Source: an optimization exercise on an open RTL-to-GDS flow (aim: small area, a short achievable clock period and few clock cycles per item). Production flows keep margins and buffers that such runs may drop.
RTL that was checked went through simulation tests only; none was proved equivalent to the original.

Design rgb_hue_shifter, start of the top module:
module rgb_hue_shifter (
  input  logic        clk,
  input  logic        rst_n,
  input  logic        in_tvalid,
  output logic        in_tready,
  input  logic [23:0] in_tdata,    
  output logic        out_tvalid,
  input  logic        out_tready,
  output logic [55:0] out_tdata,   
  input  logic        cfg_psel,
  input  logic        cfg_penable,
  input  logic        cfg_pwrite,
  input  logic [2:0]  cfg_paddr,
  input  logic [31:0] cfg_pwdata,
  output logic [31:0] cfg_prdata,
  output logic        cfg_pready
);
Size: ~5800 cells after synthesis, roughly 920 flip-flops, roughly 160 I/O pins.
clock: 10.0 ns
lec_check: 0
abc_area: 1
cap_margin: 20
core_margin: 2
core_utilization: 60
cts_cluster_diameter: 100
cts_cluster_size: 30
place_density: 0.75
slew_margin: 20
standard.sh (not shown) runs the stock make flow with config.mk's settings and CLKGATE_MAP_FILE= SYNTH_SCRIPT=/design/flow/synth_recipe.tcl, a recipe that flattens the netlist after the stock synthesis.
==> flow/flow/run.sh <==
#!/bin/bash
set -euo pipefail
bash standard.sh SETUP_SLACK_MARGIN=6.5 TNS_END_PERCENT=100 finish > standard.log 2>&1
Then changed:
Settings changed: CORE_UTILIZATION 60 to 40, PLACE_DENSITY 0.75 to unset.
- worst setup slack gains 0.052 ns
- area after synthesis stays the same
- cell area increases by a few percent
No functional check of the RTL was part of any run of this note.

---

Another version of the RTL of rgb_hue_shifter (not shown whole).
Size: about 950 flip-flops, roughly 160 I/O pins, about 61,000 um^2 of cells after synthesis.
==> flow/config.mk <==
export PLATFORM = sky130hd
export DESIGN_NAME = rgb_hue_shifter
export DESIGN_NICKNAME = rgb_hue_shifter
export VERILOG_FILES = /design/flow/design.v
export SDC_FILE = /design/flow/constraint.sdc
export NUM_CORES = 4
export LEC_CHECK = 0
export ABC_AREA = 1
export CAP_MARGIN = 20
export CORE_MARGIN = 2
export CORE_UTILIZATION = 40
export SLEW_MARGIN = 20
==> flow/constraint.sdc <==
create_clock -name core_clock -period 10.0 [get_ports {clk}]
set_input_delay 2.0000 -clock core_clock [delete_from_list [all_inputs] [get_ports {clk}]]
set_output_delay 2.0000 -clock core_clock [all_outputs]
set_load 0.01 [all_outputs]
Scripts as last shown in full above: flow/flow/run.sh
The first run ran to the end with no violations.
Testbench counts at the start, summed over its fixed seeds: cycles 32,888, items 32,768.
Rerun with:
CTS_CLUSTER_DIAMETER = 100   (was unset)
CTS_CLUSTER_SIZE = 30   (was unset)
After rerunning: Synthesized cell count stays the same. Cell count falls by 1.3%. Final area falls by 2.7%. Die area does not change. Via count falls by 1.4%. Worst setup slack improved by 72 ps. Worst hold slack improved by 41 ps. Count of clock-buffer cells in the layout falls by 73. Core utilization falls by 1.3 points. Critical path depth rises by 1.
Rerun with:
CTS_CLUSTER_SIZE = 20   (was 30)
The new run ran to the end with no violations.
Cell area is about the same.
Routed wire length barely changes.

---

== the reference run ==
Starting RTL as in the previous note.
Settings: LEC_CHECK=0, ABC_AREA=1, CAP_MARGIN=20, CORE_MARGIN=2, CORE_UTILIZATION=40, CTS_CLUSTER_DIAMETER=100, CTS_CLUSTER_SIZE=30, SLEW_MARGIN=20; clock period 10.0 ns.
==> flow/flow/run.sh <==
#!/bin/bash
set -euo pipefail
bash standard.sh SETUP_SLACK_MARGIN=6.7 TNS_END_PERCENT=100 finish > standard.log 2>&1
The reference run completed every stage of the flow, and the final layout passed the timing, DRC and antenna checks.
Testbench counts of the reference run, summed over its fixed seeds: cycles 32,888, items 32,768.
The inputs of the trial run differ from those of the reference run as listed below.
- changing CTS_CLUSTER_DIAMETER from 100 to 60
==> flow/flow/run.sh <==
#!/bin/bash
set -euo pipefail
bash standard.sh SETUP_SLACK_MARGIN=6.5 TNS_END_PERCENT=100 finish > standard.log 2>&1
Results
No stage failed in the trial run, and the final checks on the layout all came back clean. Diff the reference run -> the trial run: time the final worst path needs with I/O delays and setup went down, critical path depth in cells higher, stage delay of the slowest cell on the critical path moved up, combined flip-flop and latch cell area flat. Worst reg-to-reg setup slack of the reference run is on par with the trial run. The ratio of final minimum period to clock period on the reference run is in line with that on the trial run. Row routing usage on met3: the trial run higher / the reference run lower. In the trial run relative to the reference run, number of nets in the layout had gone down slightly.

==> port drivers added, routing unchanged <==
Ports are ideal in the flow. The routed layouts listed here were re-timed in OpenROAD. Step 1: set_driving_cell puts a clkbuf_16 on clk and a buf_2 on each other input, an assumption about the parent block. Step 2, shift: input delay + t, output delay - t, t = (earliest + latest rising clock arrival at the registers) / 2. This alone moves slack from input paths to output paths. Slacks: ideal / step 1 / step 2; pairs: ideal / step 1.
| run | shift t [ns] | slack for setup (ns) | hold WS [ns] | cell pins on the clock port's net |
|---|---|---|---|---|
| the first run of note 1 | 0.670 | 6.475 / 6.480 / 5.848 | 0.409 / 0.409 / 0.409 | 1 |
| the second run of note 1 | 0.728 | 6.526 / 6.507 / 5.926 | 0.409 / 0.409 / 0.409 | 1 |
| the first run of note 2 | 0.790 | 6.478 / 6.478 / 5.823 | 0.362 / 0.362 / 0.362 | 1 |
| the second run of note 2 | 0.771 | 6.550 / 6.531 / 5.860 | 0.403 / 0.403 / 0.403 | 1 |
| the third run of note 2 | 0.786 | 6.455 / 6.455 / 5.835 | 0.401 / 0.401 / 0.401 | 1 |
| the reference run | 0.758 | 6.528 / 6.528 / 6.092 | 0.390 / 0.390 / 0.390 | 1 |
| the trial run | 0.793 | 6.532 / 6.517 / 5.817 | 0.388 / 0.388 / 0.388 | 1 |
After both steps setup and hold are still met in every run listed. The setup slack of the trial run, which loses most, moves by -0.015 ns with the drivers and by -0.715 ns with both steps.
